Context: an optimization exercise on an open-source flow, tuned for small area, a short achievable clock period and few clock cycles per item. The choices shown serve that exercise and are no tape-out recipe.
The RTL was checked by simulation tests, not by an equivalence proof against the original design.

==> flow/design.v <==
module bpm_pos_calc (
    input  logic        clk,
    input  logic        rst,
    input  logic        data_valid,
    input  logic [31:0] A_IN,
    input  logic [31:0] B_IN,
    input  logic [31:0] C_IN,
    input  logic [31:0] D_IN,
    input  logic [15:0] Diameter,
    output logic [24:0] X,
    output logic [24:0] Y,
    output logic [33:0] S,
    output logic [1:0]  err,
    output logic        busy,
    output logic        rdy
);
    logic [31:0] a_r, c_r;
    logic [32:0] sab, scd;
    logic [21:0] kr;        
    logic        kx, kyn;   
    logic        kp;        
    logic [32:0] rx, ry;
    logic [24:0] wx, wy;
    logic [4:0]  cnt;
    logic        last;
    assign last = (cnt == 5'd23);
    logic b24, b23;
    assign b24 = (Diameter >= 16'd33555);
    assign b23 = ((Diameter >= 16'd16778) && !b24) || (Diameter >= 16'd50332);
    logic [22:0] p125;
    assign p125 = {kr[15:0], 7'b0} - {7'b0, kr[15:0]} - {6'b0, kr[15:0], 1'b0};
    function automatic logic [34:0] add3(input logic [34:0] p, input logic [34:0] x,
                                         input logic [34:0] y);
        logic [34:0] sm, cy;
        sm = p ^ x ^ y;
        cy = (p & x) | (p & y) | (x & y);
        add3 = sm + {cy[33:0], 1'b1};
    endfunction
    function automatic logic [34:0] step_r(input logic [32:0] r, input logic [31:0] a,
                                           input logic [32:0] s, input logic k);
        logic [34:0] r2, ka, c0, c1, c2;
        r2 = {1'b0, r, 1'b0};
        ka = {3'b0, a & {32{k}}};
        c0 = r2 + ka;
        c1 = add3(r2, ka, ~{2'b0, s});
        c2 = add3(r2, ka, ~{1'b0, s, 1'b0});
        if (!c2[34])      step_r = {2'd2, c2[32:0]};
        else if (!c1[34]) step_r = {2'd1, c1[32:0]};
        else              step_r = {2'd0, c0[32:0]};
    endfunction
    function automatic logic [24:0] step_w(input logic [24:0] w, input logic kp,
                                           input logic [1:0] t);
        logic [24:0] wm1, wp1;
        wm1 = w - 25'd1;
        wp1 = w + 25'd1;
        case ({kp, t})
            3'b000, 3'b101: step_w = {w[23:0], 1'b0};
            3'b001, 3'b110: step_w = {w[23:0], 1'b1};
            3'b010:         step_w = {wp1[23:0], 1'b0};
            default:        step_w = {wm1[23:0], 1'b1};
        endcase
    endfunction
    function automatic logic [24:0] fin_res(input logic [24:0] w, input logic [32:0] r,
                                            input logic [32:0] s, input logic t);
        logic [24:0] wp1;
        logic        up;
        wp1 = w + 25'd1;
        up  = w[24] && (t ? ({r, 1'b0} != {1'b0, s}) : (r != 33'd0));
        if (s == 33'd0) fin_res = 25'd0;
        else if (!up)   fin_res = {w[23:0], t};
        else if (t)     fin_res = {wp1[23:0], 1'b0};
        else            fin_res = {w[23:0], 1'b1};
    endfunction
    logic [1:0]  tx, ty;
    logic [32:0] nrx, nry;
    assign {tx, nrx} = step_r(rx, a_r, sab, kx);
    assign {ty, nry} = step_r(ry, c_r, scd, !kyn);
    always_ff @(posedge clk or posedge rst) begin
        if (rst) begin
            busy <= 1'b0;
            rdy  <= 1'b0;
            X    <= '0;
            Y    <= '0;
            S    <= '0;
            err  <= '0;
        end else begin
            rdy <= 1'b0;
            if (!busy) begin
                busy <= data_valid;
            end else if (last) begin
                busy <= 1'b0;
                rdy  <= 1'b1;
                X    <= fin_res(wx, rx, sab, tx[0]);
                Y    <= fin_res(wy, ry, scd, ty[0]);
                S    <= {1'b0, sab} + {1'b0, scd};
                err  <= {scd == 33'd0, sab == 33'd0};
            end
        end
    end
    always_ff @(posedge clk) begin
        if (!busy) begin
            a_r <= A_IN;
            c_r <= C_IN;
            sab <= {1'b0, A_IN} + {1'b0, B_IN};
            scd <= {1'b0, C_IN} + {1'b0, D_IN};
        end
    end
    always_ff @(posedge clk) begin
        if (!busy) begin
            rx  <= b24 ? {1'b0, A_IN} : 33'd0;
            ry  <= b24 ? {1'b0, C_IN} : 33'd0;
            wx  <= 25'd0;
            wy  <= 25'd0;
            kp  <= b24;
            kx  <= b23;
            kyn <= !b23;
            kr  <= {6'd0, Diameter};
            cnt <= 5'd0;
        end else begin
            rx  <= nrx;
            ry  <= nry;
            wx  <= step_w(wx, kp, tx);
            wy  <= step_w(wy, kp, ty);
            kp  <= kx;
            cnt <= cnt + 5'd1;
            if (cnt == 5'd0) begin
                kx  <= p125[20];
                kyn <= !p125[20];
                kr  <= {p125[19:0], 2'b00};
            end else begin
                kx  <= kr[21];
                kyn <= !kr[21];
                kr  <= {kr[20:0], 1'b0};
            end
        end
    end
endmodule
==> flow/flow/run.sh <==
#!/bin/bash
set -euo pipefail
bash standard.sh SETUP_SLACK_MARGIN=8 "BUFFER_PORTS_ARGS=-buffer_cell sky130_fd_sc_hd__buf_4" finish > standard_make.log 2>&1
==> flow/standard.sh <==
#!/bin/bash
# synth_recipe.tcl (not shown) runs the flow's synth.tcl, then flattens the netlist and writes it again
# the make line also repeats each setting of config.mk as NAME=value (left out here)
make -C /OpenROAD-flow-scripts/flow DESIGN_CONFIG=/design/flow/config.mk WORK_HOME=/design/flow/orfs CLKGATE_MAP_FILE= SYNTH_SCRIPT=/design/flow/synth_recipe.tcl "${@:-finish}"
==> flow/config.mk <==
export PLATFORM = sky130hd
export DESIGN_NAME = bpm_pos_calc
export DESIGN_NICKNAME = bpm_pos_calc
export VERILOG_FILES = /design/flow/design.v
export SDC_FILE = /design/flow/constraint.sdc
export NUM_CORES = 4
export LEC_CHECK = 0
export CAP_MARGIN = 20
export CORE_MARGIN = 2
export CORE_UTILIZATION = 40
export SLEW_MARGIN = 20
==> flow/constraint.sdc <==
create_clock -name core_clock -period 13.0 [get_ports {clk}]
set_input_delay 2.6000 -clock core_clock [delete_from_list [all_inputs] [get_ports {clk}]]
set_output_delay 2.6000 -clock core_clock [all_outputs]
set_load 0.01 [all_outputs]
==> metrics.md, run 1 <==
| Metric | Value |
|---|---|
| CTS tree | yes |
| Final routed DRC violation total | 0 |
| GPL Wtd Cong | 0.939 |
| Hold buffer count at CTS | 0 |
| Tightest Pin Transition | 889 ps |
| Area Overhead vs Synth | 16.5% |
| CP startpoint | C_IN[10] |
| Row cnt | 107 |
| Outcome | complete, no violations |
| Reg-to-reg endpoint | rx[13] |
| CTS max path bufs | 3 |
| First-pass GRT wire length | 168 mm |
| Final Setup Violations | 0 |
| RSZ-0062 raised after global routing | yes |
| Register area | 9030 um^2 |
| WHS | 438 ps |
| Yosys cell types | 87 |
| HP Class | reg2reg |
| Mapped Nets | 4618 |
| Synth Flop Type | dfxtp_1 |
| CP Class | in2reg |
| H-Tree Depth | 2 |
| Max-Cap Viols | 0 |
| Die H | 296 um |
| Synth warn | 1 |
| Fillers | 8323 |
| Post-synthesis register bit count | 364 |
| Vias in the first global route | 28000 |
| Remaining antenna violation count after routing | 0 |
| Total global-route track usage | 24.7% |
| Sinks on Clock Net | 364 |
| Largest net degree at the start of global routing | 88 |
| IO Pins | 235 |
| Clk slew on worst S/H paths | 50 ps |
| Drt via density | 5.51 |
| CP Capture Point | scd[29] |
| R2R setup slack | 8090 ps |
| Initial DRT Pass Iterations | 6 |
| Cts bufs inserted | 47 |
| Endpoint type of the worst setup path | flip-flop |
| Area of the multi-input gates | 23700 um^2 |
| Mapped Cells | 3936 |
| DR WL/cell | 20.4 um |
| PnR worst setup slack | 7980 ps |
| Core ar. | 84900 um^2 |
| Port Buffers | 234 |
| DP Wirelength | 86.4 mm |
| Slew margin rel. | 40.7% |
| Final max-slew violation count | 0 |
| Tmin final | 5020 ps |
| DR vias | 29600 |
| Die area | 87600 um^2 |
| Initial antenna violation count | 4 |
| Crit-path max FO | 4 |
| Setup TNS | 0 ps |
| Reg-to-reg startpoint | kx |
| GRT overflow | 0 |
| Total wire length | 110 mm |
| Clock Latency Late Sink | 590 ps |
| Synth Cell Area | 34100 um^2 |
| Setup Skew | 12.3 ps |
| Root Buffer | clkbuf_16 |
| Final nets | 4873 |
| Layout cell share with drive strength beyond 1 | 12.1% |
| R2r worst-path depth | 16 |
| Antenna cells | 0 |
| Max Clk Rate | 199 MHz |
| Syn Area/Cell | 8.67 um^2 |
| First DRT Iteration DRCs | 2167 |
| Die X | 296 um |
| Endpoint arrival time on the critical path | 5350 ps |
| Critical Path RT | 13330 ps |
| Tcrit/Tclk final | 38.6% |
| Starting Density | 40.2% |
| Sequential fraction of the synthesis area | 26.5% |
| Setup slack after placement | 6860 ps |
| Startpoint types | input pin |
| Post-synth EDFFs | 130 |
| Hold Fails Final Rpt | 0 |
| Ys async rst share | 24.2% |
==> placed cells by master (no fill, tap or decap), types with 21 or more instances in the layout <==
| cell type | instances |
|---|---|
| ha_1 | 383 |
| edfxtp_1 | 130 |
| xnor2_1 | 190 |
| a21o_1 | 125 |
| nand2_1 | 308 |
| nor2b_1 | 41 |
| a22oi_1 | 45 |
| a211oi_1 | 33 |
| or3_1 | 21 |
| buf_4 | 287 |
| nand4_1 | 49 |
| nor4_1 | 40 |
| nor2_1 | 288 |
| nand2b_1 | 62 |
| inv_1 | 411 |
| o211ai_1 | 40 |
| and2_1 | 36 |
| dfrtp_1 | 87 |
| nor3_1 | 66 |
| o21a_1 | 42 |
| o21bai_1 | 31 |
| fa_1 | 136 |
| a31oi_1 | 35 |
| clkbuf_16 | 53 |
| dfxtp_1 | 146 |
| nand3_1 | 60 |
| and3_1 | 37 |
| o21ai_0 | 248 |
| a21oi_1 | 264 |
| xor2_1 | 167 |
==> cells by family after synthesis <==
group / synth area share, %
compound gates: 20.2
xor+xnor: 9.39
fa+ha+maj: 22.7
buf+inv: 5.69
flops: 26.5
mux: 0.400
simple gates: 15.2
==> metrics by stage <==
step	utilization [%]	cell area (um^2)	cells
after floorplan	-	34300	3936
after global placement	44.0	37300	5241
after detailed placement	44.0	37300	5241
after CTS	46.3	39300	5347
after global routing	46.8	39700	5372
final	46.8	39700	5372
==> worst max-delay path, cell delays in order <==
cell and delay [ps]:
buf_4 130, ha_4 250, a21o_1 190, o21a_1 190, o21bai_4 190, a21o_1 240, o311a_1 350, a31o_4 270
or4_4 440, a31oi_4 240, o21bai_1 100, xor2_1 150
==> cell type report <==
| class | count | area share [%] |
|---|---|---|
| multi-input combinational | 3062 | 59.7 |
| sequential | 364 | 22.7 |
| timing repair buffer | 300 | 5.96 |
| inverter | 416 | 3.95 |
| tap | 1144 | 3.60 |
| clock buffer | 64 | 3.51 |
| clock inverter | 22 | 0.497 |
==> synth_stat cells, types with 39 or more instances <==
cell type,instances,area [um^2]
and3_1,39,244
nand2b_1,62,388
clkbuf_1,75,282
nor3_1,68,340
xnor2_1,193,1690
nor2b_1,44,275
a22oi_1,46,345
o21ai_0,260,1300
xor2_1,167,1460
fa_1,138,2760
nor4_1,41,257
o211ai_1,40,300
nand2_1,313,1170
dfxtp_1,146,2920
dfrtp_1,88,2200
nand3_1,61,305
a21oi_1,270,1350
ha_1,397,4970
nor2_1,298,1120
a21o_1,125,938
nand4_1,49,307
edfxtp_1,130,3900
o21a_1,42,315
inv_1,414,1550
==> worst min-delay path by stage <==
stage | to | cells after the start | startpoint
global placement | kr[17] | 2 | kr[16]
global route | kr[19] | 2 | kr[18]
detailed placement | kr[19] | 2 | kr[18]
floorplan | kr[17] | 2 | kr[16]
finish | kr[18] | 2 | kr[17]
CTS | kr[18] | 2 | kr[17]
==> timing repair <==
| item | CTS | global route |
|---|---|---|
| pin swaps | 26 | 42 |
| resized for setup | 51 | 47 |
| endpoints found under the hold margin | 0 | 0 |
| cloned | 1 | 1 |
| endpoints found under the setup margin | 148 | 128 |
| buffers inserted | 19 | 24 |
==> per-layer routing <==
| metal | up-vias | share of wire [%] | track usage (%) |
|---|---|---|---|
| li1 | 14400 | - | - |
| met1 | 14100 | 46 | 35.6 |
| met2 | 982 | 45 | 39.1 |
| met3 | 128 | 6.7 | 3.28 |
| met4 | 2 | 2.3 | 5.90 |
| met5 | - | 0.011 | 0 |
==> registers in the layout, indices dropped and copies added (netlist names), 2 cells and up <==
| register | flops |
|---|---|
| S | 34 |
| rx | 33 |
| ry | 33 |
| sab | 33 |
| scd | 33 |
| a_r | 32 |
| c_r | 32 |
| X | 25 |
| Y | 25 |
| wx | 25 |
| wy | 25 |
| kr | 22 |
| cnt | 5 |
| err | 2 |
Testbench counts, summed over its fixed seeds: cycles 24,000, items 960.
==> run 2: changes to the inputs <==
==> flow/flow/run.sh (replaced) <==
#!/bin/bash
set -euo pipefail
bash standard.sh SETUP_SLACK_MARGIN=8 "BUFFER_PORTS_ARGS=-buffer_cell sky130_fd_sc_hd__buf_1" finish > standard_make.log 2>&1
--- a/flow/config.mk
+++ b/flow/config.mk
@@ -7,5 +7,5 @@
 export LEC_CHECK = 0
 export CAP_MARGIN = 20
 export CORE_MARGIN = 2
-export CORE_UTILIZATION = 40
+export CORE_UTILIZATION = 65
 export SLEW_MARGIN = 20
==> run 2 against run 1 <==
  * Critical path depth grew 1
  * Sequential share of layout area grew 0.96 points
  * Highest routed layer unchanged
  * Die area shrank 38%
  * Setup slack lost 110 ps
  * Synthesized cell count is the same
  * Fmax shrank 2.2%
  * Clock-buffer cell count shrank 8
  * Still clean on timing, DRC and antenna
  * Non-clock buffer count shrank 18
  * Hold slack lost 2.4 ps
==> metrics.md, run 2 <==
| Metric | Value |
|---|---|
| GR Layer Usage met3 | 6.18% (was 3.28%) |
| Post-synthesis register bit count | 364 (unchanged) |
| Tightest Pin Transition | 1040 ps (was 889 ps) |
| Core ar. | 51600 um^2 (was 84900 um^2) |
| Synth warn | 1 (unchanged) |
| Total global-route track usage | 38.1% (was 24.7%) |
| Synth Cell Area | 34100 um^2 (unchanged) |
| Commonest non-fill, non-tap cell in the layout | inv_1 (unchanged) |
| Setup Skew | 28.6 ps (was 12.3 ps) |
| Port Buffers | 234 (unchanged) |
| Cts bufs inserted | 44 (was 47) |
| Yosys top cell area share | 14.6% (unchanged) |
| Syn Area/Cell | 8.67 um^2 (unchanged) |
| Layout cell share with drive strength beyond 1 | 6.44% (was 12.1%) |
| First-pass GRT wire length | 160 mm (was 168 mm) |
| HP Class | reg2reg (unchanged) |
| Root Buffer | clkbuf_16 (unchanged) |
| DR WL/cell | 21.4 um (was 20.4 um) |
| Fillers | 4070 (was 8323) |
| Sinks on Clock Net | 364 (unchanged) |
| Largest net degree at the start of global routing | 101 (was 88) |
| Mapped Nets | 4618 (unchanged) |
| Final nets | 4852 (was 4873) |
| H-Tree Depth | 2 (unchanged) |
| Final Setup Violations | 0 (unchanged) |
| GRT busiest layer | met2 (unchanged) |
| Remaining antenna violation count after routing | 0 (unchanged) |
| Top post-synthesis cells by area | ha_1 (15%), edfxtp_1 (11%), dfxtp_1 (8.6%) (unchanged) |
| Initial antenna violation count | 6 (was 4) |
| Clk slew on worst S/H paths | 60 ps (was 50 ps) |
| Final Instance Area | 38100 um^2 (was 39700 um^2) |
| Area Overhead vs Synth | 11.8% (was 16.5%) |
| DP Wirelength | 80.2 mm (was 86.4 mm) |
| Biggest register | S (unchanged) |
| Post-Layout Cell Count | 4889 (was 5372) |
| Vias in the first global route | 28400 (was 28000) |
| Die H | 233 um (was 296 um) |
| Outcome | complete, no violations (unchanged) |
| Most common cell in the netlist | inv_1 (unchanged) |
| CP Class | in2reg (unchanged) |
| Sequential fraction of the synthesis area | 26.5% (unchanged) |
| Post-Place Cells | 4775 (was 5241) |
| RSZ-0062 raised after global routing | yes (unchanged) |
| Most frequent cells in the layout | inv_1 (412), ha_1 (378), nand2_1 (307) (was inv_1 (411), ha_1 (383), nand2_1 (308)) |
| Slew margin rel. | 30.8% (was 40.7%) |
| Startpoint types | input pin (unchanged) |
| Max-Cap Viols | 0 (unchanged) |
| Die area | 54300 um^2 (was 87600 um^2) |
| Endpoint type of the worst setup path | flip-flop (unchanged) |
| Fin util | 73.9% (was 46.8%) |
| Endpoint arrival time on the critical path | 5470 ps (was 5350 ps) |
| Met2 Track Usage GR | 59.2% (was 39.1%) |
| Max FFs per register | 34 (unchanged) |
| Drt via density | 6.20 (was 5.51) |
| Area of the multi-input gates | 23800 um^2 (was 23700 um^2) |
| DR vias | 30300 (was 29600) |
| Synth Flop Type | dfxtp_1 (unchanged) |
| Final routed DRC violation total | 0 (unchanged) |
| IO Pins | 235 (unchanged) |
| GRT met1 Usage | 52.9% (was 35.6%) |
| Register area | 9030 um^2 (unchanged) |
| Hold Fails Final Rpt | 0 (unchanged) |
| Die X | 233 um (was 296 um) |
| Total wire length | 105 mm (was 110 mm) |
| Tmin final | 5130 ps (was 5020 ps) |
| Yosys cell types | 87 (unchanged) |
| CTS max path bufs | 3 (unchanged) |
| Yosys top cell by area | ha_1 (unchanged) |
| Clock Latency Late Sink | 600 ps (was 590 ps) |
| Starting Density | 66.1% (was 40.2%) |
| CTS tree | yes (unchanged) |
| GPL Wtd Cong | 0.983 (was 0.939) |
| Final max-slew violation count | 0 (unchanged) |
| Placed Area | 35900 um^2 (was 37300 um^2) |
| First DRT Iteration DRCs | 2732 (was 2167) |
| Crit-path max FO | 5 (was 4) |
| Post-synth top cells | inv_1 (414), ha_1 (397), nand2_1 (313), nor2_1 (298), a21oi_1 (270) (unchanged) |
| Critical Path RT | 13340 ps (was 13330 ps) |
| Max Clk Rate | 195 MHz (was 199 MHz) |
| Mapped Cells | 3936 (unchanged) |
| Setup TNS | 0 ps (unchanged) |
| Initial DRT Pass Iterations | 6 (unchanged) |
| GRT overflow | 0 (unchanged) |
| Tcrit/Tclk final | 39.5% (was 38.6%) |
| Row cnt | 83 (was 107) |
| Ys async rst share | 24.2% (unchanged) |
| Post-synth EDFFs | 130 (unchanged) |
[run 2: critical path: stages]
cell      delay [ps]
buf_1            150
ha_4             240
a211oi_4         270
o21ai_2          110
nand2_2          130
o21bai_4         100
a21o_1           260
o311a_1          410
a31o_4           240
or4_4            430
a31oi_4          260
o21bai_1         110
xor2_1           150
[run 2: timing repair]
action | in CTS | in global routing
resized for setup | 40 | 99
buffers inserted | 5 | 23
pin swaps | 11 | 37
gates cloned | 1 | 0
hold buffers | 0 | 0
setup endpoints to repair | 129 | 137
[run 2: worst paths after layout]
path | startpoint | to | slack [ps] | cells after the start
max | D_IN[1] | scd[29] | 7870 | 13
min | kr[18] | kr[19] | 440 | 2
max reg2reg | sab[1] | rx[13] | 8110 | 16
min reg2reg | kr[18] | kr[19] | 440 | 2
max in group asynchronous | rst | busy | 9780 | 3
min in group asynchronous | rst | S[1] | 2020 | 2
[run 2: routing by layer]
| metal | vias to the layer above | share of wire [%] |
|---|---|---|
| met4 | 2 | 4.4 |
| met5 | - | 0.012 |
| li1 | 14400 | - |
| met2 | 1339 | 44 |
| met1 | 14300 | 43 |
| met3 | 275 | 9.0 |
[run 2: cells by family (layout without fill, tap and decap cells)]
group,count (synthesis),in the layout,share of synthesized area [%]
buffers and inverters,511,780,5.69
other,0,3,0
AO/OA/AOI/OAI,1068,1068,20.2
adder cells (fa/ha/maj),535,535,22.7
AND/OR/NAND/NOR,1082,1083,15.2
XOR/XNOR,363,363,9.39
flip-flops,364,364,26.5
multiplexers,13,13,0.400
[run 2: cell type report]
class | instances | share of cell area, %
Tap cell | 680 | 2.23
Inverter | 416 | 4.12
Timing Repair Buffer | 282 | 3.62
Multi-Input combinational cell | 3062 | 62.6
Antenna cell | 3 | 0.0197
Clock inverter | 26 | 0.486
Sequential cell | 364 | 23.7
Clock buffer | 56 | 3.28
[run 2: per-stage QoR]
step	setup slack, ps	hold slack, ps
5_1_grt	7810	473
3_3_place_gp	6840	423
3_5_place_dp	6910	434
2_1_floorplan	7680	417
4_1_cts	7840	432
6_report	7870	435
==> run 3: changes to the inputs <==
--- a/flow/config.mk
+++ b/flow/config.mk
@@ -7,5 +7,5 @@
 export LEC_CHECK = 0
 export CAP_MARGIN = 20
 export CORE_MARGIN = 2
-export CORE_UTILIZATION = 65
+export CORE_UTILIZATION = 40
 export SLEW_MARGIN = 20
==> run 3 against run 2 <==
  * Non-clock buffer count is 6 higher
  * Hold slack barely moved
  * Highest routed layer unchanged
  * Cell count is 9.7% higher
  * Critical endpoint is now scd[30]
  * Routed wire length up 5.4%
  * Critical path depth is 2 higher
  * Register-to-register slack better by 80 ps
  * Global-route usage fell by 13 points
  * Still clean
==> metrics.md, run 3 <==
| Metric | Value |
|---|---|
| Initial antenna violation count | 4 (was 6) |
| Slew margin rel. | 34.8% (was 30.8%) |
| Synth Flop Type | dfxtp_1 (unchanged) |
| Post-synth top cells | inv_1 (414), ha_1 (397), nand2_1 (313), nor2_1 (298), a21oi_1 (270) (unchanged) |
| Total global-route track usage | 24.8% (was 38.1%) |
| Final Setup Violations | 0 (unchanged) |
| Cts bufs inserted | 47 (was 44) |
| Fillers | 8455 (was 4070) |
| DP Wirelength | 86.5 mm (was 80.2 mm) |
| Remaining antenna violation count after routing | 0 (unchanged) |
| Mapped Nets | 4618 (unchanged) |
| Post-Place Cells | 5239 (was 4775) |
| Drt via density | 5.51 (was 6.20) |
| Mapped Cells | 3936 (unchanged) |
| HP Class | reg2reg (unchanged) |
| Vias in the first global route | 28400 (about the same) |
| Row cnt | 107 (was 83) |
| Tightest Pin Transition | 974 ps (was 1040 ps) |
| Area Overhead vs Synth | 13.7% (was 11.8%) |
| Largest net degree at the start of global routing | 87 (was 101) |
| Clk slew on worst S/H paths | 60 ps (about the same) |
| Sequential fraction of the synthesis area | 26.5% (unchanged) |
| First-pass GRT wire length | 167 mm (was 160 mm) |
| Yosys top cell by area | ha_1 (unchanged) |
| Tcrit/Tclk final | 38.3% (was 39.5%) |
| Endpoint type of the worst setup path | flip-flop (unchanged) |
| Crit-path max FO | 4 (was 5) |
| Tmin final | 4980 ps (was 5130 ps) |
| Sinks on Clock Net | 364 (unchanged) |
| Setup Skew | 22.3 ps (was 28.6 ps) |
| Max Clk Rate | 201 MHz (was 195 MHz) |
| Core ar. | 84900 um^2 (was 51600 um^2) |
| Clock Latency Late Sink | 610 ps (was 600 ps) |
| Post-synth EDFFs | 130 (unchanged) |
| R2r worst-path depth | 15 (was 16) |
| GPL Wtd Cong | 0.951 (was 0.983) |
| CTS max path bufs | 3 (unchanged) |
| Reg-to-reg startpoint | kx (was sab[1]) |
| Reg-to-reg endpoint | rx[13] (unchanged) |
| Max FFs per register | 34 (unchanged) |
| Fin util | 45.7% (was 73.9%) |
| Hold Fails Final Rpt | 0 (unchanged) |
| Max-Cap Viols | 0 (unchanged) |
| Syn Area/Cell | 8.67 um^2 (unchanged) |
| Hold Path Depth | 2 (unchanged) |
| Ys async rst share | 24.2% (unchanged) |
| Port Buffers | 234 (unchanged) |
| IO Pins | 235 (unchanged) |
| RSZ-0062 raised after global routing | yes (unchanged) |
| Area of the multi-input gates | 23800 um^2 (about the same) |
| Setup TNS | 0 ps (unchanged) |
| Die area | 87600 um^2 (was 54300 um^2) |
| Biggest register | S (unchanged) |
| Commonest non-fill, non-tap cell in the layout | inv_1 (unchanged) |
| Layout cell share with drive strength beyond 1 | 6.57% (was 6.44%) |
| Startpoint types | input pin (unchanged) |
| First DRT Iteration DRCs | 2134 (was 2732) |
| CP Class | in2reg (unchanged) |
| Yosys cell types | 87 (unchanged) |
| CTS tree | yes (unchanged) |
| Post-Layout Cell Count | 5363 (was 4889) |
| GRT overflow | 0 (unchanged) |
| Critical Path RT | 13360 ps (was 13340 ps) |
| Final nets | 4861 (was 4852) |
| Final routed DRC violation total | 0 (unchanged) |
| Most common cell in the netlist | inv_1 (unchanged) |
| Synth Cell Area | 34100 um^2 (unchanged) |
| Worst Hold Endpoint | kr[17] (was kr[19]) |
| Endpoint arrival time on the critical path | 5330 ps (was 5470 ps) |
| Hold buffer count at CTS | 0 (unchanged) |
| Top post-synthesis cells by area | ha_1 (15%), edfxtp_1 (11%), dfxtp_1 (8.6%) (unchanged) |
| DR WL/cell | 20.5 um (was 21.4 um) |
| Total wire length | 110 mm (was 105 mm) |
| Register area | 9030 um^2 (unchanged) |
| Root Buffer | clkbuf_16 (unchanged) |
| Die X | 296 um (was 233 um) |
| H-Tree Depth | 2 (unchanged) |
| Starting Density | 40.2% (was 66.1%) |
| Outcome | complete, no violations (unchanged) |
| Die H | 296 um (was 233 um) |
| Final max-slew violation count | 0 (unchanged) |
| Yosys top cell area share | 14.6% (unchanged) |
| Synth warn | 1 (unchanged) |
| DR vias | 29500 (was 30300) |
| Worst hold start | kr[16] (was kr[18]) |
| Initial DRT Pass Iterations | 5 (was 6) |
| Most frequent cells in the layout | inv_1 (412), ha_1 (380), nand2_1 (310) (was inv_1 (412), ha_1 (378), nand2_1 (307)) |
| R2R setup slack | 8190 ps (was 8110 ps) |
| Post-synthesis register bit count | 364 (unchanged) |
[run 3: worst max path at each step]
stage / from / end / slack, ps
final: C_IN[0] / scd[30] / 8020
after global routing: C_IN[0] / scd[30] / 7860
after CTS: C_IN[0] / scd[30] / 7860
after detailed placement: kx / rx[29] / 6770
after global placement: C_IN[0] / scd[30] / 6870
after floorplan: C_IN[12] / scd[29] / 7680
[run 3: layout make-up]
class / instances / share of cell area [%]
Antenna cell: 1 / 0.00645
Clock buffer: 66 / 3.51
Clock inverter: 22 / 0.603
Inverter: 416 / 4.05
Multi-Input combinational cell: 3062 / 61.3
Sequential cell: 364 / 23.3
Tap cell: 1144 / 3.69
Timing Repair Buffer: 288 / 3.60
[run 3: kinds of logic (layout without fill, tap and decap cells)]
group / count (synthesis) / after routing / synth area share, %
simple gates: 1082 / 1083 / 15.2
compound gates: 1068 / 1068 / 20.2
fa+ha+maj: 535 / 535 / 22.7
buf+inv: 511 / 792 / 5.69
flops: 364 / 364 / 26.5
xor+xnor: 363 / 363 / 9.39
mux: 13 / 13 / 0.400
other cells: 0 / 1 / 0
[run 3: repair_timing]
item | 4_1_cts | 5_1_grt
endpoints found under the setup margin | 157 | 141
setup buffers | 17 | 16
gates resized for setup | 50 | 56
pin swaps | 27 | 36
gates cloned | 1 | 1
[run 3: critical path: stages]
cell and delay, ps:
buf_1 110, ha_2 230, inv_1 70, fa_1 200
nor2b_1 90, o31ai_4 290, a211oi_2 150, o311ai_2 300
o21ai_2 180, o41ai_4 360, o21ai_1 170, o21a_1 200
nor2_1 140, a21oi_1 100, xor2_1 140
[run 3: routing by layer]
metal  GRT usage, %  wire length, um  vias up
met4           6.73             2750        2
met2           39.6            49500      869
met1           34.8            50700    14100
met5              0               13        -
li1               -                -    14400
met3           3.71             7160      163
[run 3: per-stage QoR]
step | setup slack [ps] | instance area (um^2) | hold WS (ps)
finish | 8020 | 38800 | 435
global route | 7860 | 38800 | 459
CTS | 7860 | 38400 | 434
detailed placement | 6770 | 36400 | 425
global placement | 6870 | 36400 | 424
floorplan | 7680 | 34300 | 417
==> run 4: changes to the inputs <==
--- a/flow/config.mk
+++ b/flow/config.mk
@@ -7,5 +7,5 @@
 export LEC_CHECK = 0
 export CAP_MARGIN = 20
 export CORE_MARGIN = 2
-export CORE_UTILIZATION = 40
+export CORE_UTILIZATION = 55
 export SLEW_MARGIN = 20
==> run 4 against run 3 <==
  * Utilization increased by 16 points
  * Clock-buffer cell count fell by 6
  * Sequential share of layout area is 0.34 points higher
  * Register-to-register slack is essentially flat
  * Routed wire length shrank 3.3%
  * Area after synthesis did not move
  * Via count hardly changed
  * Synthesized cell count is the same
==> metrics.md, run 4 <==
| Metric | Value |
|---|---|
| H-Tree Depth | 2 (unchanged) |
| Initial antenna violation count | 0 (was 4) |
| Tcrit/Tclk final | 38.3% (about the same) |
| Synth Flop Type | dfxtp_1 (unchanged) |
| Setup TNS | 0 ps (unchanged) |
| Total global-route track usage | 33.1% (was 24.8%) |
| Tightest Pin Transition | 913 ps (was 974 ps) |
| Startpoint types | input pin (unchanged) |
| R2r worst-path depth | 16 (was 15) |
| Die area | 64000 um^2 (was 87600 um^2) |
| CP dominant cell by count | a21oi_2 |
| CTS max path bufs | 3 (unchanged) |
| Root Buffer | clkbuf_16 (unchanged) |
| Initial DRT Pass Iterations | 6 (was 5) |
| Top post-synthesis cells by area | ha_1 (15%), edfxtp_1 (11%), dfxtp_1 (8.6%) (unchanged) |
| CP Capture Point | scd[29] (was scd[30]) |
| GPL Wtd Cong | 0.959 (was 0.951) |
| Ys async rst share | 24.2% (unchanged) |
| DR WL/cell | 21.3 um (was 20.5 um) |
| CP startpoint | C_IN[8] (was C_IN[0]) |
| Hold Fails Final Rpt | 0 (unchanged) |
| Reg-to-reg endpoint | wy[22] (was rx[13]) |
| Final routed DRC violation total | 0 (unchanged) |
| Yosys top cell by area | ha_1 (unchanged) |
| Cts bufs inserted | 45 (was 47) |
| Sequential fraction of the synthesis area | 26.5% (unchanged) |
| Total wire length | 106 mm (was 110 mm) |
| Setup Skew | 25.5 ps (was 22.3 ps) |
| Sinks on Clock Net | 364 (unchanged) |
| Tmin final | 4980 ps (about the same) |
| Final Instance Area | 38200 um^2 (was 38800 um^2) |
| Worst hold start | kr[17] (was kr[16]) |
| CP max stage delay | 430 ps (was 360 ps) |
| Crit-path max FO | 6 (was 4) |
| PnR worst setup slack | 8020 ps (about the same) |
| Remaining antenna violation count after routing | 0 (unchanged) |
| Placed Area | 36000 um^2 (was 36400 um^2) |
| R2R setup slack | 8190 ps (about the same) |
| HP Class | reg2reg (unchanged) |
| Largest family of logic cells by synthesized area | adder cells (unchanged) |
| Max Clk Rate | 201 MHz (about the same) |
| IO Pins | 235 (unchanged) |
| Critical Path, Cell by Cell | buf_8, ha_4, a21oi_2, a21oi_2, o21a_1, o21bai_4, a21o_1, o311a_1, a31o_4, or4_4, a31oi_4, o21bai_1, xor2_1 (was buf_1, ha_2, inv_1, fa_1, nor2b_1, o31ai_4, a211oi_2, o311ai_2, o21ai_2, o41ai_4, o21ai_1, o21a_1, nor2_1, a21oi_1, xor2_1) |
| Synth Cell Area | 34100 um^2 (unchanged) |
| CP Class | in2reg (unchanged) |
| Compound-cell area share of the yosys netlist | 20.2% (unchanged) |
| RSZ-0062 raised after global routing | yes (unchanged) |
| Die H | 253 um (was 296 um) |
| Post-synth EDFFs | 130 (unchanged) |
| Clock Latency Late Sink | 600 ps (was 610 ps) |
| Commonest non-fill, non-tap cell in the layout | inv_1 (unchanged) |
| GRT overflow | 0 (unchanged) |
| Setup slack after placement | 6880 ps (was 6770 ps) |
| Max-Cap Viols | 0 (unchanged) |
| Synth Area in Adders | 22.7% (unchanged) |
| Final Setup Violations | 0 (unchanged) |
| Slowest stage cell on the critical path | or4_4 (was o41ai_4) |
| Final max-slew violation count | 0 (unchanged) |
| Mux share of post-synthesis cell area | 0.400% (unchanged) |
| Hold buffer count at CTS | 0 (unchanged) |
| Port Buffers | 234 (unchanged) |
| Syn Area/Cell | 8.67 um^2 (unchanged) |
| Mapped Nets | 4618 (unchanged) |
| Final nets | 4855 (was 4861) |
| Vias in the first global route | 27900 (was 28400) |
| Yosys top cell area share | 14.6% (unchanged) |
| Simple-Gate Fraction of Synth Area | 15.2% (unchanged) |
| Die X | 253 um (was 296 um) |
| Max FFs per register | 34 (unchanged) |
| Reg-to-reg startpoint | scd[0] (was kx) |
| Yosys cell types | 87 (unchanged) |
| Row cnt | 91 (was 107) |
| Clk slew on worst S/H paths | 60 ps (about the same) |
| Largest net degree at the start of global routing | 89 (was 87) |
| Biggest register | S (unchanged) |
| DR vias | 29500 (about the same) |
| Antenna cells | 0 (was 1) |
| Layout cell share with drive strength beyond 1 | 6.39% (was 6.57%) |
| Critical Path RT | 13330 ps (was 13360 ps) |
| DP Wirelength | 83.5 mm (was 86.5 mm) |
| First DRT Iteration DRCs | 2159 (was 2134) |
| Drt via density | 5.90 (was 5.51) |
| Endpoint arrival time on the critical path | 5320 ps (was 5330 ps) |
| Most frequent cells in the layout | inv_1 (411), ha_1 (380), nand2_1 (308) (was inv_1 (412), ha_1 (380), nand2_1 (310)) |
| Endpoint type of the worst setup path | flip-flop (unchanged) |
| Outcome | complete, no violations (unchanged) |
| XOR/XNOR Fraction of Synth Area | 9.39% (unchanged) |
| Area Overhead vs Synth | 12.1% (was 13.7%) |
| Synth warn | 1 (unchanged) |
| Post-synthesis register bit count | 364 (unchanged) |
| First-pass GRT wire length | 164 mm (was 167 mm) |
| Most common cell in the netlist | inv_1 (unchanged) |
| Post-synth top cells | inv_1 (414), ha_1 (397), nand2_1 (313), nor2_1 (298), a21oi_1 (270) (unchanged) |
| Mapped Cells | 3936 (unchanged) |
| Slew margin rel. | 39.2% (was 34.8%) |
| CTS tree | yes (unchanged) |
| Core ar. | 61500 um^2 (was 84900 um^2) |
| Starting Density | 55.5% (was 40.2%) |
[run 4: cell types whose count changed in the layout (fill, tap and decap cells not counted), sizes merged]
cell | previous run | this run
inv | 421 | 419
clkbuf | 76 | 72
buf | 278 | 272
diode | 1 | 0
bufinv | 3 | 7
clkinvlp | 0 | 3
clkinv | 14 | 10
[run 4: logic make-up after synthesis]
family	Yosys count
buffers and inverters	511
adders and majority gates	535
DFF	364
and+or+nand+nor	1082
xor gates and xnor gates	363
muxes	13
AOI/OAI and AO/OA	1068
[run 4: timing repair]
item	in CTS	in global routing
gates resized for setup	45	67
setup endpoints to repair	125	151
setup buffers	13	15
gates cloned	1	0
pin swaps	26	33
[run 4: layer usage]
layer  global-route usage [%]  routed length, um
met5                        0                  0
met4                     7.90               2540
met3                     5.24               7690
met2                     53.9              48600
met1                     46.0              47700
[run 4: layout make-up]
| type | instances | area [um^2] |
|---|---|---|
| clock buffers | 60 | 1220 |
| clock inverters | 23 | 323 |
| fillers | 5559 | 23200 |
| inverters | 416 | 1570 |
| multi-input cells | 3062 | 23700 |
| flip-flops and latches | 364 | 9030 |
| well taps | 790 | 988 |
| repair buffers | 284 | 1390 |
[run 4: worst min-delay path by stage]
stage	slack, ps	end	cells after the start
floorplan	420	kr[17]	2
global placement	420	kr[18]	2
detailed placement	430	kr[19]	2
CTS	440	kr[19]	2
global route	440	kr[18]	2
finish	430	kr[18]	2
[run 4: worst max-delay path: cells and delay by family]
family                   cells  cell delay (ps)
buffers and inverters        1              100
AO/OA/AOI/OAI                9             1770
XOR/XNOR                     1              150
adder cells (fa/ha/maj)      1              260
AND/OR/NAND/NOR              1              430
[run 4: metrics by stage]
step	hold slack (ps)	std cells	util, %
global route	437	4999	62.2
global placement	421	4887	58.5
floorplan	417	3936	-
CTS	437	4984	61.6
finish	430	4999	62.2
detailed placement	428	4887	58.5
==> run 5: changes to the inputs <==
==> flow/flow/run.sh (replaced) <==
#!/bin/bash
set -euo pipefail
bash standard.sh SETUP_SLACK_MARGIN=8 "CTS_BUF_LIST=sky130_fd_sc_hd__clkbuf_4" CTS_CLUSTER_SIZE=50 "BUFFER_PORTS_ARGS=-buffer_cell sky130_fd_sc_hd__buf_1" finish > standard_make.log 2>&1
==> run 5 against run 4 <==
  * Die area stayed put
  * Final area decreased by 1.2%
  * Flip-flop and latch count did not move
  * Synthesized cell count stayed put
  * Global-route usage up 0.14 points
  * Via count grew 0.86%
  * Clock skew rose by 54 ps
  * Register-to-register slack hardly changed
  * Highest routed layer is now met5
==> metrics.md, run 5 <==
| Metric | Value |
|---|---|
| Initial antenna violation count | 4 (was 0) |
| Cts bufs inserted | 107 (was 45) |
| Synth warn | 1 (unchanged) |
| GPL Wtd Cong | 0.959 (unchanged) |
| Most common cell in the netlist | inv_1 (unchanged) |
| Total wire length | 107 mm (was 106 mm) |
| Hold Fails Final Rpt | 0 (unchanged) |
| Slew margin rel. | 37.5% (was 39.2%) |
| Max FFs per register | 34 (unchanged) |
| CP Class | in2reg (unchanged) |
| Remaining antenna violation count after routing | 0 (unchanged) |
| Mapped Nets | 4618 (unchanged) |
| Final Instance Area | 37800 um^2 (was 38200 um^2) |
| Tmin final | 5000 ps (was 4980 ps) |
| Post-synth EDFFs | 130 (unchanged) |
| Setup TNS | 0 ps (unchanged) |
| IO Pins | 235 (unchanged) |
| Final routed DRC violation total | 0 (unchanged) |
| Tcrit/Tclk final | 38.5% (was 38.3%) |
| H-Tree Depth | 3 (was 2) |
| Tightest Pin Transition | 937 ps (was 913 ps) |
| Register area | 9030 um^2 (unchanged) |
| Final Setup Violations | 0 (unchanged) |
| Max-Cap Viols | 0 (unchanged) |
| Die H | 253 um (unchanged) |
| Crit-path max FO | 4 (was 6) |
| Startpoint types | input pin (unchanged) |
| Ys async rst share | 24.2% (unchanged) |
| Yosys cell types | 87 (unchanged) |
| Layout cell share with drive strength beyond 1 | 7.26% (was 6.39%) |
| Initial DRT Pass Iterations | 6 (unchanged) |
| Biggest register | S (unchanged) |
| Placed Area | 36000 um^2 (unchanged) |
| Area of the multi-input gates | 23500 um^2 (was 23700 um^2) |
| Max Clk Rate | 200 MHz (was 201 MHz) |
| Root Buffer | clkbuf_4 (was clkbuf_16) |
| Setup Skew | 79.6 ps (was 25.5 ps) |
| Top post-synthesis cells by area | ha_1 (15%), edfxtp_1 (11%), dfxtp_1 (8.6%) (unchanged) |
| Commonest non-fill, non-tap cell in the layout | inv_1 (unchanged) |
| HP Class | reg2reg (unchanged) |
| Final nets | 4905 (was 4855) |
| Synth Flop Type | dfxtp_1 (unchanged) |
| First DRT Iteration DRCs | 2116 (was 2159) |
| Row cnt | 91 (unchanged) |
| Yosys top cell by area | ha_1 (unchanged) |
| Endpoint arrival time on the critical path | 5630 ps (was 5320 ps) |
| RSZ-0062 raised after global routing | yes (unchanged) |
| DR vias | 29800 (was 29500) |
| Port Buffers | 234 (unchanged) |
| Endpoint type of the worst setup path | flip-flop (unchanged) |
| Area Overhead vs Synth | 10.8% (was 12.1%) |
| Sinks on Clock Net | 364 (unchanged) |
| Sequential fraction of the synthesis area | 26.5% (unchanged) |
| Largest net degree at the start of global routing | 89 (unchanged) |
| Clock Latency Late Sink | 920 ps (was 600 ps) |
| First-pass GRT wire length | 163 mm (was 164 mm) |
| Total global-route track usage | 33.2% (was 33.1%) |
| CTS max path bufs | 3 (unchanged) |
| DP Wirelength | 83.5 mm (unchanged) |
| Die X | 253 um (unchanged) |
| Fillers | 5697 (was 5559) |
| GR Layer Usage met3 | 7.16% (was 5.24%) |
| GRT overflow | 0 (unchanged) |
| Final max-slew violation count | 0 (unchanged) |
| GRT busiest layer | met2 (unchanged) |
| Outcome | complete, no violations (unchanged) |
| Starting Density | 55.5% (unchanged) |
| Critical Path RT | 13630 ps (was 13330 ps) |
| Vias in the first global route | 28400 (was 27900) |
| Die area | 64000 um^2 (unchanged) |
| Post-synthesis register bit count | 364 (unchanged) |
| Yosys top cell area share | 14.6% (unchanged) |
| Met2 Track Usage GR | 52.1% (was 53.9%) |
| CTS tree | yes (unchanged) |
| Drt via density | 5.83 (was 5.90) |
| Core ar. | 61500 um^2 (unchanged) |
| DR WL/cell | 20.9 um (was 21.3 um) |
| GRT met1 Usage | 45.0% (was 46.0%) |
| Mapped Cells | 3936 (unchanged) |
| Most frequent cells in the layout | inv_1 (413), ha_1 (388), nand2_1 (308) (was inv_1 (411), ha_1 (380), nand2_1 (308)) |
| Syn Area/Cell | 8.67 um^2 (unchanged) |
| Post-synth top cells | inv_1 (414), ha_1 (397), nand2_1 (313), nor2_1 (298), a21oi_1 (270) (unchanged) |
| Synth Cell Area | 34100 um^2 (unchanged) |
| Clk slew on worst S/H paths | 70 ps (was 60 ps) |
run 5: changes by cell type in the layout (fill, tap and decap cells not counted), sizes merged:
cell,change
clkinvlp,-1
clkinv,+30
inv,-2
buf,-2
diode,+2
bufinv,-6
clkbuf,+85
run 5: worst paths after layout:
check / slack (ps) / to / from / cells after the start
min in group asynchronous: 1660 / X[16] / rst / 2
max in group asynchronous: 10090 / busy / rst / 3
min: 430 / kr[19] / kr[18] / 2
max reg2reg: 8200 / rx[31] / kx / 19
min reg2reg: 430 / kr[19] / kr[18] / 2
max: 8000 / scd[30] / C_IN[0] / 16
run 5: layout make-up:
class	count	area share (%)
clock buffer	155	3.08
tap	790	2.62
sequential	364	23.9
timing repair buffer	272	3.36
clock inverter	44	0.599
inverter	416	4.16
multi-input combinational	3062	62.3
antenna	2	0.0132
run 5: critical path, cell delays in order:
cell      delay [ps]
buf_1            100
ha_1             270
inv_1             90
fa_1             200
nor2b_1           80
o31ai_2          330
a211oi_2         180
o311ai_2         340
o21ai_1          240
o41ai_2          320
buf_4            180
o21ai_1          110
o21a_1           190
nor2_1           150
a21oi_1          100
xor2_1           140
run 5: cells by family after synthesis:
kind of cell | after synthesis | share of synthesized area [%]
and+or+nand+nor | 1082 | 15.2
AOI/OAI and AO/OA | 1068 | 20.2
adders and majority gates | 535 | 22.7
buffers and inverters | 511 | 5.69
DFF | 364 | 26.5
xor gates and xnor gates | 363 | 9.39
muxes | 13 | 0.400
run 5: repair_timing:
action | 4_1_cts | 5_1_grt
setup buffers | 6 | 10
hold buffers | 0 | 0
gates cloned | 1 | 0
pin swaps | 4 | 12
endpoints found under the setup margin | 107 | 140
resized for setup | 22 | 28
run 5: layer usage:
layer,vias to the layer above,wire [um]
met4,2,3530
met1,14100,47200
met3,189,8410
met5,-,17
li1,14500,-
met2,1014,47300
run 5: stage by stage:
step	utilization [%]	setup slack (ps)	std cells	hold WS (ps)
finish	61.5	8000	5105	429
global route	61.5	7850	5105	433
CTS	61.1	8000	5093	432
detailed placement	58.5	6880	4887	428
global placement	58.5	6900	4887	421
floorplan	-	7680	3936	417
==> run 6: changes to the inputs <==
==> flow/flow/run.sh (replaced) <==
#!/bin/bash
set -euo pipefail
bash standard.sh SETUP_SLACK_MARGIN=8.25 "BUFFER_PORTS_ARGS=-buffer_cell sky130_fd_sc_hd__buf_1" finish > standard_make.log 2>&1
==> run 6 against run 5 <==
  * Utilization grew 1.6 points
  * Final area up 2.6%
  * Largest cell class unchanged
  * Still clean
  * Clock skew fell by 53 ps
  * Highest routed layer is now met4
  * Setup slack better by 55 ps
  * Clock-buffer cell count shrank 97
  * Area after synthesis unchanged
  * Die area unchanged
  * First-iteration DRC count is 1.1% lower
  * Register-to-register slack improved by 190 ps
==> metrics.md, run 6 <==
| Metric | Value |
|---|---|
| Port Buffers | 234 (unchanged) |
| Slowest stage cell on the critical path | or4_4 (was o311ai_2) |
| RSZ-0062 raised after global routing | yes (unchanged) |
| DR vias | 29800 (about the same) |
| CP startpoint | D_IN[8] (was C_IN[0]) |
| Fillers | 5536 (was 5697) |
| R2R setup slack | 8390 ps (was 8200 ps) |
| Mapped Nets | 4618 (unchanged) |
| Most common cell in the netlist | inv_1 (unchanged) |
| Post-synthesis register bit count | 364 (unchanged) |
| Setup slack after placement | 7060 ps (was 6880 ps) |
| Total global-route track usage | 33.4% (was 33.2%) |
| Remaining antenna violation count after routing | 0 (unchanged) |
| Tcrit/Tclk final | 38.0% (was 38.5%) |
| Core ar. | 61500 um^2 (unchanged) |
| Final routed DRC violation total | 0 (unchanged) |
| Slew margin rel. | 18.7% (was 37.5%) |
| Total wire length | 108 mm (was 107 mm) |
| Clock Latency Late Sink | 610 ps (was 920 ps) |
| Setup TNS | 0 ps (unchanged) |
| Outcome | complete, no violations (unchanged) |
| Endpoint type of the worst setup path | flip-flop (unchanged) |
| Synth warn | 1 (unchanged) |
| DP Wirelength | 83.7 mm (was 83.5 mm) |
| Sequential fraction of the synthesis area | 26.5% (unchanged) |
| H-Tree Depth | 2 (was 3) |
| Most frequent cells in the layout | inv_1 (411), ha_1 (375), nand2_1 (307) (was inv_1 (413), ha_1 (388), nand2_1 (308)) |
| Max Clk Rate | 202 MHz (was 200 MHz) |
| CP Capture Point | scd[29] (was scd[30]) |
| Top post-synthesis cells by area | ha_1 (15%), edfxtp_1 (11%), dfxtp_1 (8.6%) (unchanged) |
| Synth Flop Type | dfxtp_1 (unchanged) |
| Startpoint types | input pin (unchanged) |
| Reg-to-reg endpoint | rx[16] (was rx[31]) |
| Starting Density | 55.5% (unchanged) |
| First-pass GRT wire length | 165 mm (was 163 mm) |
| Crit-path max FO | 5 (was 4) |
| Initial DRT Pass Iterations | 5 (was 6) |
| Layout cell share with drive strength beyond 1 | 7.78% (was 7.26%) |
| Largest net degree at the start of global routing | 124 (was 89) |
| First DRT Iteration DRCs | 2092 (was 2116) |
| WHS | 437 ps (was 429 ps) |
| Area Overhead vs Synth | 13.7% (was 10.8%) |
| Initial antenna violation count | 1 (was 4) |
| Clk slew on worst S/H paths | 60 ps (was 70 ps) |
| PnR worst setup slack | 8050 ps (was 8000 ps) |
| Yosys cell types | 87 (unchanged) |
| Die X | 253 um (unchanged) |
| Die area | 64000 um^2 (unchanged) |
| Root Buffer | clkbuf_16 (was clkbuf_4) |
| Biggest register | S (unchanged) |
| Delay-heaviest family, CP | compound AO/OA/AOI/OAI gates (unchanged) |
| Final nets | 4886 (was 4905) |
| Sinks on Clock Net | 364 (unchanged) |
| GRT overflow | 0 (unchanged) |
| Fin util | 63.1% (was 61.5%) |
| Setup Skew | 26.6 ps (was 79.6 ps) |
| Endpoint arrival time on the critical path | 5300 ps (was 5630 ps) |
| Tmin final | 4950 ps (was 5000 ps) |
| CTS max path bufs | 3 (unchanged) |
| Ys async rst share | 24.2% (unchanged) |
| Tightest Pin Transition | 1220 ps (was 937 ps) |
| IO Pins | 235 (unchanged) |
| Critical Path RT | 13350 ps (was 13630 ps) |
| Reg-to-reg startpoint | kx (unchanged) |
| Drt via density | 5.91 (was 5.83) |
| DR WL/cell | 21.4 um (was 20.9 um) |
| Synth Cell Area | 34100 um^2 (unchanged) |
| Post-synth EDFFs | 130 (unchanged) |
| Mapped Cells | 3936 (unchanged) |
| Final Setup Violations | 0 (unchanged) |
| Yosys top cell area share | 14.6% (unchanged) |
| Vias in the first global route | 28100 (was 28400) |
| CP max stage delay | 440 ps (was 340 ps) |
| Syn Area/Cell | 8.67 um^2 (unchanged) |
| Final max-slew violation count | 0 (unchanged) |
| Die H | 253 um (unchanged) |
| Hold Fails Final Rpt | 0 (unchanged) |
| Cell depth of the worst setup path | 13 (was 16) |
| Commonest non-fill, non-tap cell in the layout | inv_1 (unchanged) |
| CP Class | in2reg (unchanged) |
| Critical Path, Cell by Cell | buf_6, ha_4, a21oi_4, a21oi_2, o21a_1, o21bai_4, a21o_1, o311a_1, a31o_4, or4_4, a31oi_4, o21bai_1, xor2_1 (was buf_1, ha_1, inv_1, fa_1, nor2b_1, o31ai_2, a211oi_2, o311ai_2, o21ai_1, o41ai_2, buf_4, o21ai_1, o21a_1, nor2_1, a21oi_1, xor2_1) |
| Post-synth top cells | inv_1 (414), ha_1 (397), nand2_1 (313), nor2_1 (298), a21oi_1 (270) (unchanged) |
| GPL Wtd Cong | 0.958 (was 0.959) |
| CTS tree | yes (unchanged) |
| HP Class | reg2reg (unchanged) |
| Yosys top cell by area | ha_1 (unchanged) |
| Row cnt | 91 (unchanged) |
| R2r worst-path depth | 16 (was 19) |
| Max FFs per register | 34 (unchanged) |
| Max-Cap Viols | 0 (unchanged) |
| CP Buf/Inv Count | 1 (was 3) |
| Cts bufs inserted | 46 (was 107) |
run 6: cell count changes in the layout (fill, tap and decap cells not counted), sizes merged:
cell,previous run,this run
bufinv,1,4
clkbuf,157,63
buf,270,309
diode,2,1
clkinv,40,18
clkinvlp,2,5
run 6: kinds of logic (layout without fill, tap and decap cells):
kind of cell / count (synthesis) / in the layout / share of synthesized area, %
AOI/OAI and AO/OA: 1068 / 1068 / 20.2
xor gates and xnor gates: 363 / 363 / 9.39
adders and majority gates: 535 / 535 / 22.7
buffers and inverters: 511 / 816 / 5.69
DFF: 364 / 364 / 26.5
muxes: 13 / 13 / 0.400
other: 0 / 1 / 0
and+or+nand+nor: 1082 / 1083 / 15.2
run 6: timing repair:
action | 4_1_cts | 5_1_grt
hold buffers | 0 | 0
cloned | 1 | 1
pin swaps | 50 | 50
gates resized for setup | 108 | 63
setup buffers | 32 | 27
endpoints found under the setup margin | 165 | 136
run 6: worst reg2reg max path: cells and delay by family (launching register included):
kind	cells	cell delay (ps)
compound gates	5	1330
buf+inv	4	740
flops	1	400
simple gates	4	1100
xor+xnor	1	210
fa+ha+maj	2	710
run 6: layer usage:
| metal | global-route usage [%] | part of all wire (%) |
|---|---|---|
| met5 | 0 | 0 |
| met4 | 9.99 | 3.0 |
| met1 | 47.3 | 45 |
| met2 | 52.8 | 45 |
| met3 | 4.77 | 6.7 |
run 6: layout make-up:
class                      count  area [um^2]  share of cell area (%)
timing repair buffer         314         1730                    4.45
antenna                        1         2.50                 0.00645
sequential                   364         9030                    23.3
tap                          790          988                    2.55
clock buffer                  58         1220                    3.14
inverter                     416         1570                    4.05
clock inverter                28          283                   0.729
multi-input combinational   3062        24000                    61.8
run 6: how the worst min path moves through the flow:
| stage | from | endpoint | slack [ps] | cells after the start |
|---|---|---|---|---|
| floorplan | kr[16] | kr[17] | 420 | 2 |
| global placement | kr[18] | kr[19] | 430 | 2 |
| detailed placement | kr[18] | kr[19] | 430 | 2 |
| CTS | kr[18] | kr[19] | 440 | 2 |
| global route | kr[17] | kr[18] | 460 | 2 |
| finish | kr[18] | kr[19] | 440 | 2 |
run 6: per-stage QoR:
stage | std cells | cell area (um^2)
detailed placement | 4885 | 36000
CTS | 5004 | 38300
global placement | 4885 | 36000
global route | 5033 | 38800
floorplan | 3936 | 34400
finish | 5033 | 38800
==> run 7: changes to the inputs <==
==> flow/flow/run.sh (replaced) <==
#!/bin/bash
set -euo pipefail
bash standard.sh SETUP_SLACK_MARGIN=7.75 "BUFFER_PORTS_ARGS=-buffer_cell sky130_fd_sc_hd__buf_1" finish > standard_make.log 2>&1
==> run 7 against run 6 <==
  * Critical path depth up 2
  * Via count down 0.58%
  * Register-to-register slack worse by 470 ps
  * Fmax down 6.3%
  * Die area unchanged
  * Area after synthesis unchanged
  * Clock skew down 5.7 ps
  * Hold slack better by 4.6 ps
  * First-iteration DRC count up 16%
  * Largest cell class unchanged
==> metrics.md, run 7 <==
| Metric | Value |
|---|---|
| Outcome | complete, no violations (unchanged) |
| Final max-slew violation count | 0 (unchanged) |
| Yosys top cell by area | ha_1 (unchanged) |
| Tmin final | 5280 ps (was 4950 ps) |
| Die X | 253 um (unchanged) |
| Area of the multi-input gates | 23600 um^2 (was 24000 um^2) |
| Cell depth of the worst setup path | 15 (was 13) |
| Root Buffer | clkbuf_16 (unchanged) |
| Vias in the first global route | 27800 (was 28100) |
| Setup TNS | 0 ps (unchanged) |
| Total global-route track usage | 33.2% (was 33.4%) |
| Commonest non-fill, non-tap cell in the layout | inv_1 (unchanged) |
| Sinks on Clock Net | 364 (unchanged) |
| Startpoint types | input pin (unchanged) |
| Final Instance Area | 38000 um^2 (was 38800 um^2) |
| Initial DRT Pass Iterations | 5 (unchanged) |
| Endpoint type of the worst setup path | flip-flop (unchanged) |
| Cts bufs inserted | 45 (was 46) |
| Fillers | 5589 (was 5536) |
| Synth Flop Type | dfxtp_1 (unchanged) |
| Slowest stage cell on the critical path | o41ai_2 (was or4_4) |
| CP Capture Point | scd[30] (was scd[29]) |
| Max FFs per register | 34 (unchanged) |
| IO Pins | 235 (unchanged) |
| Die H | 253 um (unchanged) |
| CP Class | in2reg (unchanged) |
| Syn Area/Cell | 8.67 um^2 (unchanged) |
| Post-synth EDFFs | 130 (unchanged) |
| CP max stage delay | 370 ps (was 440 ps) |
| Mapped Cells | 3936 (unchanged) |
| Clock Latency Late Sink | 600 ps (was 610 ps) |
| DR vias | 29600 (was 29800) |
| RSZ-0062 raised after global routing | yes (unchanged) |
| DR WL/cell | 21.4 um (about the same) |
| Tightest Pin Transition | 1060 ps (was 1220 ps) |
| GRT overflow | 0 (unchanged) |
| Post-synth top cells | inv_1 (414), ha_1 (397), nand2_1 (313), nor2_1 (298), a21oi_1 (270) (unchanged) |
| WHS | 441 ps (was 437 ps) |
| Synth warn | 1 (unchanged) |
| Most common cell in the netlist | inv_1 (unchanged) |
| Critical Path RT | 13330 ps (was 13350 ps) |
| CP Buf/Inv Count | 2 (was 1) |
| Drt via density | 5.93 (was 5.91) |
| Final routed DRC violation total | 0 (unchanged) |
| Largest net degree at the start of global routing | 142 (was 124) |
| Reg-to-reg startpoint | kx (unchanged) |
| Most frequent cells in the layout | inv_1 (413), ha_1 (390), nand2_1 (311) (was inv_1 (411), ha_1 (375), nand2_1 (307)) |
| Yosys top cell area share | 14.6% (unchanged) |
| Area Overhead vs Synth | 11.3% (was 13.7%) |
| HP Class | reg2reg (unchanged) |
| Ys async rst share | 24.2% (unchanged) |
| Tcrit/Tclk final | 40.6% (was 38.0%) |
| Synth Cell Area | 34100 um^2 (unchanged) |
| Max-Cap Viols | 0 (unchanged) |
| GPL Wtd Cong | 0.954 (was 0.958) |
| Hold Fails Final Rpt | 0 (unchanged) |
| Final nets | 4841 (was 4886) |
| Core ar. | 61500 um^2 (unchanged) |
| Clk slew on worst S/H paths | 60 ps (about the same) |
| Max Clk Rate | 189 MHz (was 202 MHz) |
| Critical Path, Cell by Cell | buf_1, ha_1, inv_1, fa_1, nor2b_1, o31ai_4, a211oi_4, o311ai_2, o21ai_2, o41ai_2, o21ai_0, o21a_1, nor2_1, a21oi_1, xor2_1 (was buf_6, ha_4, a21oi_4, a21oi_2, o21a_1, o21bai_4, a21o_1, o311a_1, a31o_4, or4_4, a31oi_4, o21bai_1, xor2_1) |
| Mapped Nets | 4618 (unchanged) |
| R2R setup slack | 7920 ps (was 8390 ps) |
| Yosys cell types | 87 (unchanged) |
| Post-synthesis register bit count | 364 (unchanged) |
| Slew margin rel. | 29.2% (was 18.7%) |
| R2r worst-path depth | 18 (was 16) |
| First DRT Iteration DRCs | 2429 (was 2092) |
| First-pass GRT wire length | 163 mm (was 165 mm) |
| Initial antenna violation count | 3 (was 1) |
| Endpoint arrival time on the critical path | 5610 ps (was 5300 ps) |
| Starting Density | 55.5% (unchanged) |
| Final Setup Violations | 0 (unchanged) |
| Crit-path max FO | 4 (was 5) |
| Layout cell share with drive strength beyond 1 | 5.15% (was 7.78%) |
| Row cnt | 91 (unchanged) |
| Setup Skew | 20.9 ps (was 26.6 ps) |
| H-Tree Depth | 2 (unchanged) |
| Reg-to-reg endpoint | rx[0] (was rx[16]) |
| Top post-synthesis cells by area | ha_1 (15%), edfxtp_1 (11%), dfxtp_1 (8.6%) (unchanged) |
| CTS max path bufs | 3 (unchanged) |
| Biggest register | S (unchanged) |
| Remaining antenna violation count after routing | 0 (unchanged) |
| Register area | 9030 um^2 (about the same) |
| Delay-heaviest family, CP | compound AO/OA/AOI/OAI gates (unchanged) |
| CTS tree | yes (unchanged) |
| Die area | 64000 um^2 (unchanged) |
| Sequential fraction of the synthesis area | 26.5% (unchanged) |
| Total wire length | 107 mm (was 108 mm) |
| CP startpoint | C_IN[0] (was D_IN[8]) |
| Placed Area | 36000 um^2 (about the same) |
| DP Wirelength | 83.8 mm (was 83.7 mm) |
| Port Buffers | 234 (unchanged) |
==> run 7: cell types whose count changed in the layout (fill, tap and decap cells not counted), sizes merged <==
cell,previous run,this run
clkbuf,63,64
clkinv,18,13
clkinvlp,5,4
inv,417,418
buf,309,266
diode,1,3
==> run 7: how the worst min path moves through the flow <==
| stage | from | end | slack, ps | depth (start not counted) |
|---|---|---|---|---|
| after CTS | kr[16] | kr[17] | 440 | 2 |
| after global routing | kr[16] | kr[17] | 470 | 2 |
| after global placement | kr[18] | kr[19] | 430 | 2 |
| after floorplan | kr[16] | kr[17] | 420 | 2 |
| final | kr[16] | kr[17] | 440 | 2 |
| after detailed placement | kr[16] | kr[17] | 440 | 2 |
==> run 7: per-layer routing <==
layer,vias up,wire [um],GRT usage [%]
li1,14300,-,-
met1,14100,48900,47.1
met2,1006,47000,52.2
met3,180,7260,4.40
met4,0,3600,11.0
met5,-,0,0
==> run 7: worst reg2reg max path: stages, from the launching register on <==
cell and delay (ps):
dfxtp_1 320, buf_6 270, and2_1 330, inv_1 80
fa_1 470, inv_1 40, ha_1 350, a21oi_1 250
a21oi_2 120, o32ai_2 290, buf_4 200, or3_1 130
o211ai_2 210, a41oi_4 340, xor2_2 180, buf_4 290
nand2_1 460, o21ai_0 510, a22o_1 180
==> run 7: repair_timing <==
item,CTS,global route
pin swaps,8,12
cloned,1,0
endpoints found under the hold margin,0,0
buffers inserted,7,8
hold buffers,0,0
resized for setup,28,33
endpoints found under the setup margin,127,133
==> run 7: cells by family (layout without fill, tap and decap cells) <==
kind of cell / after synthesis / after routing / share of synthesized area [%]
AO/OA/AOI/OAI: 1068 / 1068 / 20.2
buffers and inverters: 511 / 769 / 5.69
multiplexers: 13 / 13 / 0.400
XOR/XNOR: 363 / 363 / 9.39
flip-flops: 364 / 364 / 26.5
other: 0 / 3 / 0
AND/OR/NAND/NOR: 1082 / 1083 / 15.2
adder cells (fa/ha/maj): 535 / 535 / 22.7
==> run 7: cell type report <==
cell class,instances,share of cell area (%)
flip-flops and latches,364,23.8
clock buffers,60,3.53
clock inverters,23,0.639
multi-input cells,3062,62.1
repair buffers,270,3.19
inverters,416,4.14
diodes,3,0.0198
well taps,790,2.60
==> run 7: through the flow <==
step	utilization, %	cells	setup slack (ps)
floorplan	-	3936	7680
global placement	58.5	4886	6590
detailed placement	58.5	4886	6560
CTS	61.4	4977	7590
global route	61.7	4988	7590
finish	61.7	4988	7720

[static timing again, ports no longer ideal]
No port has a modelled driver above. Below, the same layouts with a new extraction and two added sets of constraints.
Step 1 assumes that a clkbuf_16 drives the clock port and a buf_2 every other input.
Step 2 moves the port delays by t, midway between the first and last clock arrival at a register: inputs arrive t later, outputs are due t later. That takes back most of the time a late clock gives input paths.
Three values: ideal, step 1, step 2; two values: the first two.
run | t (ns) | setup WS [ns] | hold WS [ns] | worst data-port slew with drivers (ns) | cell pins on the clock port's net
run 1 | 0.644 | 7.980 / 8.014 / 7.370 | 0.438 / 0.438 / 0.438 | 0.11 | 1
run 2 | 0.654 | 7.867 / 7.897 / 7.243 | 0.435 / 0.435 / 0.435 | 0.10 | 1
run 3 | 0.672 | 8.025 / 8.073 / 7.401 | 0.435 / 0.435 / 0.435 | 0.11 | 1
run 4 | 0.653 | 8.017 / 8.028 / 7.375 | 0.430 / 0.430 / 0.430 | 0.11 | 1
run 5 | 0.943 | 7.999 / 8.041 / 7.099 | 0.429 / 0.429 / 0.429 | 0.12 | 1
run 6 | 0.665 | 8.055 / 8.090 / 7.425 | 0.437 / 0.437 / 0.437 | 0.09 | 1
run 7 | 0.651 | 7.721 / 7.767 / 7.116 | 0.441 / 0.441 / 0.441 | 0.09 | 1
After both steps every run listed still meets setup and hold. The setup slack of run 5, which loses most, moves by +0.042 ns with the drivers and by -0.900 ns with both steps.
